This is an optimization exercise on Yosys and OpenROAD, whose aim is small area and a short achievable clock period, not a production implementation. In this exercise RTL edits were held to simulation tests only and were not proved equivalent to the original. Power figures rest on the tool's default switching activity, not on a simulated workload.

[flow/config.mk]
export PLATFORM = sky130hd
export DESIGN_NAME = data_memory_sized
export DESIGN_NICKNAME = data_memory_sized
export VERILOG_FILES = /design/flow/design.v
export SDC_FILE = /design/flow/constraint.sdc
export NUM_CORES = 4
export LEC_CHECK = 0
export CAP_MARGIN = 20
export CORE_MARGIN = 2
export CORE_UTILIZATION = 55
export CTS_CLUSTER_DIAMETER = 60
export CTS_CLUSTER_SIZE = 30
export PLACE_DENSITY = 0.65
export SETUP_SLACK_MARGIN = 3.4
export SLEW_MARGIN = 20
[flow/constraint.sdc]
create_clock -name core_clock -period 5.5 [get_ports {clk}]
set_input_delay 1.1000 -clock core_clock [delete_from_list [all_inputs] [get_ports {clk}]]
set_output_delay 1.1000 -clock core_clock [all_outputs]
set_load 0.01 [all_outputs]
[flow/design.v]
module data_memory_sized #(
    parameter int DEPTH       = 32,
    parameter int ADDR_W      = 64,
    parameter int WAIT_CYCLES = 1
) (
    input  logic              clk,
    input  logic              reset,
    input  logic              req_valid,
    output logic              req_ready,
    input  logic              req_wr,
    input  logic [ADDR_W-1:0] req_addr,
    input  logic [1:0]        req_size,
    input  logic              req_unsigned,
    input  logic [63:0]       req_wdata,
    output logic              resp_valid,
    output logic [63:0]       resp_rdata,
    output logic              resp_err
);
    localparam int IDX_W = $clog2(DEPTH);
    logic idle_q, wait_q, exec_q, resp_q, busy_q;
    always_ff @(posedge clk or posedge reset) begin
        if (reset) begin
            idle_q <= 1'b1;
            wait_q <= 1'b0;
            exec_q <= 1'b0;
            resp_q <= 1'b0;
            busy_q <= 1'b0;
        end else begin
            idle_q <= resp_q | (idle_q & ~req_valid);
            wait_q <= idle_q & req_valid;
            exec_q <= wait_q;
            resp_q <= exec_q;
            busy_q <= ~resp_q & (busy_q | req_valid);
        end
    end
    assign req_ready  = ~busy_q;
    assign resp_valid = resp_q;
    logic [DEPTH-1:0][63:0] mem_q;
    logic [DEPTH-1:0]       vld_q;
    logic             mis_in;
    logic             oor_in;
    always_comb begin
        case (req_size)
            2'd1:    mis_in = req_addr[0];
            2'd2:    mis_in = |req_addr[1:0];
            2'd3:    mis_in = |req_addr[2:0];
            default: mis_in = 1'b0;
        endcase
    end
    assign oor_in = |req_addr[ADDR_W-1:IDX_W+3];
    logic [7:0] be_in;
    logic [3:0] keep_in;
    always_comb begin
        for (int j = 0; j < 8; j++) begin
            case (req_size)
                2'd0:    be_in[j] = (req_addr[2:0] == j[2:0]);
                2'd1:    be_in[j] = (req_addr[2:1] == j[2:1]);
                2'd2:    be_in[j] = (req_addr[2] == j[2]);
                default: be_in[j] = 1'b1;
            endcase
        end
        for (int g = 0; g < 4; g++) begin
            keep_in[g] = ~(req_wr & be_in[2*g] & be_in[2*g+1]);
        end
    end
    logic [63:0]      wd1_q;
    logic [4*DEPTH-1:0] rsel1_q;      
    logic [IDX_W-1:0] idx1_q;
    logic [2:0]       off1_q;
    logic [1:0]       size1_q;
    logic             uns1_q;
    logic             wr1_q;
    logic             err1_q;
    always_ff @(posedge clk) begin
        wd1_q   <= req_wdata;
        off1_q  <= req_addr[2:0];
        size1_q <= req_size;
        uns1_q  <= req_unsigned;
        wr1_q   <= req_wr;
        err1_q  <= oor_in | mis_in;
        idx1_q  <= req_addr[IDX_W+2:3];
        for (int g = 0; g < 4; g++) begin
            for (int w = 0; w < DEPTH; w++) begin
                rsel1_q[g*DEPTH+w] <= (req_addr[IDX_W+2:3] == w[IDX_W-1:0]) & vld_q[w] & keep_in[g];
            end
        end
    end
    logic [DEPTH-1:0]       wsel_q;    
    logic [63:0]            m_q;       
    always_ff @(posedge clk or posedge reset) begin
        if (reset) begin
            vld_q <= '0;
        end else begin
            vld_q <= vld_q | wsel_q;
        end
    end
    always_ff @(posedge clk) begin
        for (int w = 0; w < DEPTH; w++) begin
            if (wsel_q[w]) begin
                mem_q[w] <= m_q;
            end
        end
    end
    logic [63:0] old;
    always_comb begin
        logic [63:0] acc;
        acc = 64'd0;
        for (int w = 0; w < DEPTH; w++) begin
            logic [63:0] word, rs;
            word = mem_q[w];
            for (int g = 0; g < 4; g++) rs[16*g +: 16] = {16{rsel1_q[g*DEPTH+w]}};
            acc = acc | (word & rs);
        end
        old = acc;
    end
    logic [63:0] merged;
    always_comb begin
        for (int j = 0; j < 8; j++) begin
            logic [2:0] src;
            logic       be;
            case (size1_q)
                2'd0:    begin src = 3'd0;           be = (off1_q == j[2:0]);      end
                2'd1:    begin src = {2'b00, j[0]};  be = (off1_q[2:1] == j[2:1]); end
                2'd2:    begin src = {1'b0, j[1:0]}; be = (off1_q[2] == j[2]);     end
                default: begin src = j[2:0];         be = 1'b1;                    end
            endcase
            merged[8*j +: 8] = (wr1_q && be) ? wd1_q[8*src +: 8] : old[8*j +: 8];
        end
    end
    logic [63:0] l_q;
    logic [7:0]  s0_q;     
    logic [3:0]  s1_q;     
    logic [1:0]  s2_q;     
    logic        s3_q;     
    logic [7:0]  sg_q;     
    logic        e1_q;     
    logic        e2_q;     
    logic        e4_q;     
    logic        err2_q;
    always_ff @(posedge clk or posedge reset) begin
        if (reset) begin
            wsel_q <= '0;
        end else begin
            for (int w = 0; w < DEPTH; w++) begin
                wsel_q[w] <= wait_q & wr1_q & ~err1_q & (idx1_q == w[IDX_W-1:0]);
            end
        end
    end
    wire       ld  = ~wr1_q & ~err1_q;
    wire [2:0] top = off1_q | ((3'd1 << size1_q) - 3'd1);    
    always_ff @(posedge clk) begin
        m_q  <= merged;
        l_q  <= old;
        for (int k = 0; k < 8; k++) s0_q[k] <= ld & (off1_q == k[2:0]);
        for (int k = 0; k < 4; k++) s1_q[k] <= ld & (size1_q != 2'd0) & (off1_q[2:1] == k[1:0]);
        for (int k = 0; k < 2; k++) s2_q[k] <= ld & size1_q[1] & (off1_q[2] == k[0]);
        s3_q <= ld & (size1_q == 2'd3);
        for (int k = 0; k < 8; k++) sg_q[k] <= ld & ~uns1_q & (size1_q != 2'd3) & (top == k[2:0]);
        e1_q <= (size1_q == 2'd0);
        e2_q <= ~size1_q[1];
        e4_q <= (size1_q != 2'd3);
        err2_q <= err1_q;
    end
    logic [63:0] loaded;
    always_comb begin
        logic [7:0]  b0, b1, msb;
        logic [15:0] b23;
        logic        sgn;
        b0 = 8'd0;
        for (int k = 0; k < 8; k++) b0 = b0 | (l_q[8*k +: 8] & {8{s0_q[k]}});
        b1 = 8'd0;
        for (int k = 0; k < 4; k++) b1 = b1 | (l_q[16*k+8 +: 8] & {8{s1_q[k]}});
        b23 = (l_q[31:16] & {16{s2_q[0]}}) | (l_q[63:48] & {16{s2_q[1]}});
        for (int k = 0; k < 8; k++) msb[k] = l_q[8*k+7];
        sgn = |(msb & sg_q);
        loaded[7:0]   = b0;
        loaded[15:8]  = b1  | {8{sgn & e1_q}};
        loaded[31:16] = b23 | {16{sgn & e2_q}};
        loaded[63:32] = (l_q[63:32] & {32{s3_q}}) | {32{sgn & e4_q}};
    end
    logic [63:0] rdata_q;
    logic        rerr_q;
    always_ff @(posedge clk) begin
        rdata_q <= loaded;
        rerr_q  <= err2_q;
    end
    assign resp_rdata = rdata_q;
    assign resp_err   = rerr_q;
endmodule
[flow/run.sh]
#!/bin/bash
# synth_recipe.tcl (not shown) runs the flow's synth.tcl, then flattens the netlist and writes it again
# the make line also repeats each setting of config.mk as NAME=value (left out here)
make -C /OpenROAD-flow-scripts/flow DESIGN_CONFIG=/design/flow/config.mk WORK_HOME=/design/flow/orfs CLKGATE_MAP_FILE= SYNTH_SCRIPT=/design/flow/synth_recipe.tcl finish
==> key figures, run 1 <==
Timing
  • Tmin final: 2480 ps
  • Period utilisation layout: 45.2%
  • RSZ-0062 raised after global routing: true
  • Final setup violation count: 0
  • Fmax: 403 MHz
  • Worst Clk Skew: 37.0 ps
  • Worst slew pin tran: 1100 ps
  • Final Hold Viols: 0
  • Setup TNS: 0 ps
  • Slew Limit Headroom: 26.6%
  • Max Slew Vio Count: 0
  • Worst setup margin: 3020 ps

Hold path
  • HP Class: reg -> reg
  • Worst Hold Path Cells: 0

Pwr
  • Leakage: 0.0359 uW
  • Pwr Density: 345 mW/mm2
  • Worst vdd ir: 0.374 mV

Worst setup path
  • Worst path cell trace: buf_2
  • Crit path depth: 1
  • Max stage delay on crit path: 400 ps
  • Worst path buffer plus inverter count: 1
  • Top delay family on crit path: flip-flops
  • Critical path capture point type: output pin
  • Worst EP arrival: 1380 ps
  • Crit Path Max Fanout: 3
  • CP max-delay cell: dfrtp_1
  • Worst Path Required: 4400 ps
  • Setup crit start kind: flip-flop
  • Worst r2r path cells: 1
  • Critical setup path kind: reg -> out

Synthesis
  • Register area share after synthesis: 81.0%
  • Most frequent cell after synthesis: edfxtp_1
  • Flops & latches, synth: 2,542
  • Netlist cell types: 51
  • Post-synth top cells: 2,048 x edfxtp_1, 1,032 x a22oi_1, 425 x dfxtp_1
  • Synth Instances: 4,912
  • Ranking of synthesized cells by area: edfxtp_1 69%, dfxtp_1 9.6%, a22oi_1 8.8%
  • Number of enable flip-flop cells after synthesis: 2,048
  • Ys async rst share: 2.71%
  • Post-synth top area cell: edfxtp_1
  • Synth Net Count: 5,048
  • Post-synth top area share: 69.5%
  • Top FF cell, synth: edfxtp_1
  • Yosys warns: 1
  • Mean area per synthesized cell: 18.0 um2
  • Mapped cell area: 0.0885 mm2

Place
  • Port Buf Inserts: 201
  • Final HPWL from detailed placement: 167 mm
  • Inst Count DP: 7,098
  • Placed instance area: 0.0922 mm2
  • Placer congestion estimate: 0.967
  • Setup Slack @ Placement: 2390 ps

Flow run
  • Max-cap violations: 0

Floorplanning
  • # rows: 147
  • Die ar.: 0.164 mm2
  • Placeable Area: 0.160 mm2
  • Die height: 405 um
  • I/O Pins: 202
  • Die width: 405 um
  • Starting Density: 55.3%

Layout
  • FILL cells: 11,400
  • Area occupied by multi-input gates: 0.0145 mm2
  • Layout cells sized above 1: 15.9%
  • Area Growth Syn to Fin: 10.6%
  • FF+latch area: 0.0720 mm2
  • Final Non-Filler Cells: 7,390
  • Final nets: 5,235
  • Final Cell Area: 0.0980 mm2
  • Fin util: 61.1%

Route
  • Drt drc: 0
  • DRT antenna net count: 0
  • DR vias: 53,700
  • Total Routed Length: 317 mm
  • Iter 0 DRT Violations: 9,904
  • Vias/cell: 7.27
  • Pre-antenna DRT Iters: 6
  • Post-DR wirelength/cell: 42.9 um

Run status
  • Status: timing/DRC/antenna clean

Clock network
  • Clock-pin slew on the worst setup and hold paths: 100 ps
  • Hold Buf Count CTS: 0
  • Sink Count: 2,542
  • Longest Clk Path Bufs: 3
  • H-tree levels: 4
  • Clk Latency, worst-skew pair: 840 ps
  • Root buf cell: clkbuf_16
  • Num CTS Buffers: 139
  • TritonCTS clock tree: done

Global route
  • Total global-route track usage: 38.2%
  • GRT Residual Overflow: 0
  • Initial antenna violation count: 25
  • Global-route wire length before repair: 419 mm
  • Vias in the first global route: 49,500
  • Largest net degree at the start of global routing: 70
-- flip-flops by register name, summed over array words and instances (netlist names), 2 cells and up --
name and flops:
idx1_q 5, rsel1_q 128, l_q 64, size1_q 2
s0_q 8, mem_q 2048, rdata_q 64, wsel_q 32
off1_q 3, s2_q 2, wd1_q 64, s1_q 4
vld_q 32, sg_q 8, m_q 64
-- logic make-up (layout without fill, tap and decap cells) --
family / after synthesis / after routing / synth area share [%]
DFF: 2542 / 2542 / 81.0
AOI/OAI and AO/OA: 1158 / 1158 / 10.0
and+or+nand+nor: 753 / 753 / 4.72
buffers and inverters: 338 / 640 / 2.74
muxes: 120 / 120 / 1.46
adders and majority gates: 1 / 1 / 0.0141
other: 0 / 16 / 0
-- placed cells by master (no fill, tap or decap), types with 12 or more instances in the layout --
master,n
dfrtp_4,32
nand3_1,44
or4_4,43
a21oi_1,20
a22oi_2,44
dfxtp_2,74
or4_1,13
inv_1,14
clkbuf_16,144
buf_6,63
diode_2,16
nor4_1,17
a211oi_1,17
nor2_1,192
buf_4,130
mux2_2,61
buf_12,12
clkinv_8,22
clkdlybuf4s50_1,133
edfxtp_1,2048
a221o_1,16
buf_2,22
nand2_1,86
mux2i_1,56
a22oi_1,1032
dfxtp_1,324
nand4_1,269
or2_2,33
dfrtp_1,36
dfxtp_4,27
inv_6,15
-- per-layer routing --
| metal | part of all wire [%] | up-vias | global-route usage [%] | wire, um |
|---|---|---|---|---|
| met5 | 0.044 | - | 0 | 138 |
| met3 | 17 | 988 | 14.0 | 54100 |
| met1 | 34 | 27400 | 51.3 | 108000 |
| li1 | - | 20300 | - | - |
| met2 | 43 | 5037 | 55.9 | 137000 |
| met4 | 5.7 | 20 | 17.3 | 18100 |
-- report_power, final --
part	leakage (uW)	total, uW	switching [uW]	internal (uW)
registers	0.0272	21100	296	20800
clock network	0.00243	12400	6780	5590
logic	0.00630	383	207	176
-- path summary, 6_finish.rpt --
check	from	end	slack [ps]
max	resp_q	resp_valid	3020
min	err2_q	rerr_q	330
max reg2reg	wsel_q[25]	mem_q[1648]	3310
min reg2reg	err2_q	rerr_q	330
max in group asynchronous	reset	wsel_q[30]	3860
min in group asynchronous	reset	wsel_q[13]	930
-- area by class of cell --
cell class	count	area share, %
multi-input combinational	2032	14.8
sequential	2542	73.6
inverter	17	0.0715
tap	2160	2.76
clock inverter	108	1.42
timing repair buffer	367	3.61
antenna	16	0.0409
clock buffer	148	3.70
-- metrics by stage --
step	power [uW]	hold WS [ps]
3_5_place_dp	21900	315
4_1_cts	33800	336
5_1_grt	34500	354
2_1_floorplan	21500	310
3_3_place_gp	21800	317
6_report	33800	334
-- what timing repair did --
action / CTS / global route
endpoints found under the setup margin: 941 / 126
pin swaps: 1 / 0
resized for setup: 383 / 53
cloned: 1 / 0
buffers inserted: 18 / 1
==> run 2, diff against run 1 <==
--- a/flow/design.v
+++ b/flow/design.v
@@ -28,3 +28,3 @@
         end else begin
-            idle_q <= resp_q | (idle_q & ~req_valid);
+            idle_q <= ~(wait_q | exec_q | (idle_q & req_valid));
             wait_q <= idle_q & req_valid;
@@ -32,3 +32,3 @@
             resp_q <= exec_q;
-            busy_q <= ~resp_q & (busy_q | req_valid);
+            busy_q <= wait_q | exec_q | (~busy_q & req_valid);
         end
==> run 2 against run 1 <==
Against the previous run:
- clock skew increased by 4.1 ps
- cell area about the same
- flip-flop and latch count unchanged
- first-iteration DRC count increased by 1.7%
- sequential share of layout area about the same
- combinational power increased by 11%
- synthesized area about the same
- die area about the same
- power decreased by 0.51%
- still clean on timing, DRC and antenna
- fmax increased by 1.1%
- clock power about the same
==> key figures, run 2 <==
Synthesis
  • Netlist cell types: 52 (was 51)
  • Mapped cell area: 0.0885 mm2 (about the same)
  • Synth Net Count: 5,049 (was 5,048)
  • Top FF cell, synth: edfxtp_1 (unchanged)
  • Synth Instances: 4,913 (was 4,912)
  • Most frequent cell after synthesis: edfxtp_1 (unchanged)
  • Post-synth top area cell: edfxtp_1 (unchanged)
  • Ranking of synthesized cells by area: edfxtp_1 69%, dfxtp_1 9.6%, a22oi_1 8.8% (unchanged)
  • Flops & latches, synth: 2,542 (unchanged)
  • Number of enable flip-flop cells after synthesis: 2,048 (unchanged)
  • Post-synth top cells: 2,048 x edfxtp_1, 1,032 x a22oi_1, 425 x dfxtp_1 (unchanged)
  • Yosys warns: 1 (unchanged)
  • Mean area per synthesized cell: 18.0 um2 (about the same)
  • Ys async rst share: 2.71% (unchanged)
  • Register area share after synthesis: 81.0% (about the same)
  • Post-synth top area share: 69.5% (about the same)

Pwr
  • Comb power frac: 1.3% (was 1.1%)
  • Clock power frac: 36.1% (was 36.6%)
  • Worst vdd ir: 0.369 mV (was 0.374 mV)
  • Pwr Density: 344 mW/mm2 (was 345 mW/mm2)
  • Sequential Power Share: 62.6% (was 62.3%)
  • Switch share: 21.4% (was 21.5%)
  • Cell internal pwr: 26,400 uW (was 26,500 uW)
  • Leakage: 0.0359 uW (about the same)
  • P_sw: 7210 uW (was 7280 uW)

Worst setup path
  • Setup crit start kind: flip-flop (unchanged)
  • Critical path capture point type: output pin (unchanged)
  • Critical setup path kind: reg -> out (unchanged)
  • Worst Path Required: 4400 ps (about the same)
  • Worst path cell trace: inv_2, buf_6 (was buf_2)
  • Max stage delay on crit path: 380 ps (was 400 ps)
  • CP max-delay cell: dfrtp_1 (unchanged)
  • Crit Path Max Fanout: 2 (was 3)
  • Worst EP arrival: 1360 ps (was 1380 ps)

Run status
  • Status: timing/DRC/antenna clean (unchanged)

Route
  • DRT antenna net count: 0 (unchanged)
  • Post-DR wirelength/cell: 43.0 um (was 42.9 um)
  • Drt drc: 0 (unchanged)
  • Total Routed Length: 318 mm (was 317 mm)
  • DR vias: 53,800 (was 53,700)
  • Vias/cell: 7.27 (about the same)
  • Iter 0 DRT Violations: 10,100 (was 9,904)
  • Pre-antenna DRT Iters: 6 (unchanged)

Timing
  • Final Hold Viols: 0 (unchanged)
  • Slew Limit Headroom: 18.6% (was 26.6%)
  • RSZ-0062 raised after global routing: true (unchanged)
  • Final setup violation count: 0 (unchanged)
  • Final hold slack: 332 ps (was 334 ps)
  • Setup TNS: 0 ps (unchanged)
  • Worst Clk Skew: 41.1 ps (was 37.0 ps)
  • Max Slew Vio Count: 0 (unchanged)
  • Fmax: 407 MHz (was 403 MHz)
  • Worst slew pin tran: 1220 ps (was 1100 ps)
  • Tmin final: 2460 ps (was 2480 ps)
  • Period utilisation layout: 44.7% (was 45.2%)
  • Worst setup margin: 3040 ps (was 3020 ps)

Floorplanning
  • Placeable Area: 0.160 mm2 (unchanged)
  • I/O Pins: 202 (unchanged)
  • Die height: 405 um (about the same)
  • # rows: 147 (unchanged)
  • Die ar.: 0.164 mm2 (about the same)
  • Starting Density: 55.3% (about the same)
  • Die width: 405 um (about the same)

Global route
  • Total global-route track usage: 38.4% (was 38.2%)
  • Global-route wire length before repair: 421 mm (was 419 mm)
  • Initial antenna violation count: 31 (was 25)
  • Vias in the first global route: 49,500 (about the same)
  • GRT Residual Overflow: 0 (unchanged)
  • Largest net degree at the start of global routing: 58 (was 70)

Clock network
  • Clk Latency, worst-skew pair: 840 ps (about the same)
  • Longest Clk Path Bufs: 3 (unchanged)
  • Root buf cell: clkbuf_16 (unchanged)
  • TritonCTS clock tree: done (unchanged)
  • Hold Buf Count CTS: 0 (unchanged)
  • H-tree levels: 4 (unchanged)
  • Sink Count: 2,542 (unchanged)
  • Num CTS Buffers: 137 (was 139)
  • Clock-pin slew on the worst setup and hold paths: 100 ps (about the same)

Place
  • Setup Slack @ Placement: 2110 ps (was 2390 ps)
  • Port Buf Inserts: 201 (unchanged)
  • Inst Count DP: 7,106 (was 7,098)
  • Placer congestion estimate: 1.00 (was 0.967)
  • Final HPWL from detailed placement: 168 mm (was 167 mm)
  • Placed instance area: 0.0922 mm2 (about the same)

Layout
  • Area Growth Syn to Fin: 10.6% (about the same)
  • Commonest non-fill, non-tap cell in the layout: edfxtp_1 (unchanged)
  • Largest register FFs: 2,048 (unchanged)
  • Final Cell Area: 0.0979 mm2 (was 0.0980 mm2)
  • Final nets: 5,246 (was 5,235)
  • Most flop-heavy register: mem_q (unchanged)
  • Final Non-Filler Cells: 7,400 (was 7,390)
  • Layout cells sized above 1: 16.0% (was 15.9%)
  • FILL cells: 11,500 (was 11,400)
  • Area occupied by multi-input gates: 0.0147 mm2 (was 0.0145 mm2)
  • Commonest cells after routing, fill and taps aside: 2,048 x edfxtp_1, 1,031 x a22oi_1, 328 x dfxtp_1, 269 x nand4_1, 194 x nor2_1 (was 2,048 x edfxtp_1, 1,032 x a22oi_1, 324 x dfxtp_1, 269 x nand4_1, 192 x nor2_1)
  • FF+latch area: 0.0720 mm2 (unchanged)
  • Biggest regs: mem_q (2048), rsel1_q (128) (unchanged)

Hold path
  • HP Class: reg -> reg (unchanged)

Flow run
  • Max-cap violations: 0 (unchanged)
==> run 2: worst paths after layout <==
check	start	endpoint	slack (ps)	cells after the start
setup reg to reg	wsel_q[18]	mem_q[1212]	3330	1
hold reg to reg	err2_q	rerr_q	330	0
min in group asynchronous	reset	wsel_q[12]	540	2
max in group asynchronous	reset	wsel_q[7]	3780	3
setup / recovery	busy_q	req_ready	3040	2
hold / removal	err2_q	rerr_q	330	0
==> run 2: cells by family after synthesis <==
logic type / synth area share, %
buf+inv: 2.73
fa+ha+maj: 0.0141
compound gates: 10.0
mux: 1.46
simple gates: 4.72
flops: 81.0
==> run 2: timing repair <==
action,in CTS,in global routing
gates resized for setup,410,55
endpoints found under the setup margin,864,186
cloned,2,0
setup buffers,19,4
pin swaps,5,3
==> run 2: final cells by class <==
| cell class | instances | share of cell area [%] |
|---|---|---|
| sequential | 2542 | 73.6 |
| multi-input combinational | 2036 | 15.0 |
| clock buffer | 155 | 3.75 |
| timing repair buffer | 377 | 3.63 |
| tap | 2160 | 2.76 |
| clock inverter | 99 | 1.23 |
| inverter | 16 | 0.0677 |
| antenna | 15 | 0.0383 |
==> run 2: power groups by stage <==
stage                     Clock, uW  Combinational (uW)  Sequential [uW]
after floorplan                   0                 170            21400
after global placement            0                 361            21500
after detailed placement          0                 363            21500
after CTS                     12100                 402            21100
after global routing          12800                 434            21100
final                         12100                 424            21100
==> run 2: stage by stage <==
step / power, uW / utilization, %
5_1_grt: 34300 / 61.1
6_report: 33600 / 61.1
3_3_place_gp: 21900 / 57.6
4_1_cts: 33600 / 60.9
2_1_floorplan: 21500 / -
3_5_place_dp: 21900 / 57.6
==> run 2: worst max-delay path, delay by kind of cell (launching register included) <==
kind	cells	cell delay, ps
buffers and inverters	2	150
flip-flops	1	380
==> run 2: layer usage <==
metal / part of all wire, % / GRT usage (%) / up-vias / routed length, um
li1: - / - / 20300 / -
met1: 35 / 53.1 / 27700 / 112000
met2: 43 / 54.8 / 4893 / 135000
met3: 17 / 14.7 / 873 / 54900
met4: 4.9 / 16.2 / 38 / 15600
met5: 0.081 / 0 / - / 256

## separate check: timing with driven ports
In the flow no input, the clock included, has a driving cell. The finished layouts below were timed again as built, in two steps. Step 1 assumes that a clkbuf_16 drives the clock port and a buf_2 every other input. Step 2, shift: input delay + t, output delay - t, t = (earliest + latest rising clock arrival at the registers) / 2. This alone moves slack from input paths to output paths. a / b / c = ideal ports / drivers / drivers and shift; a / b = the first two.
run | t, ns | slack for setup (ns) | pins driven straight from the clock port
run 1 | 0.901 | 3.016 / 2.935 / 2.523 | 1
run 2 | 0.906 | 3.042 / 2.959 / 2.456 | 1
After both steps every run listed still meets setup and hold. The setup slack of run 2, which loses most, moves by -0.083 ns with the drivers and by -0.586 ns with both steps.
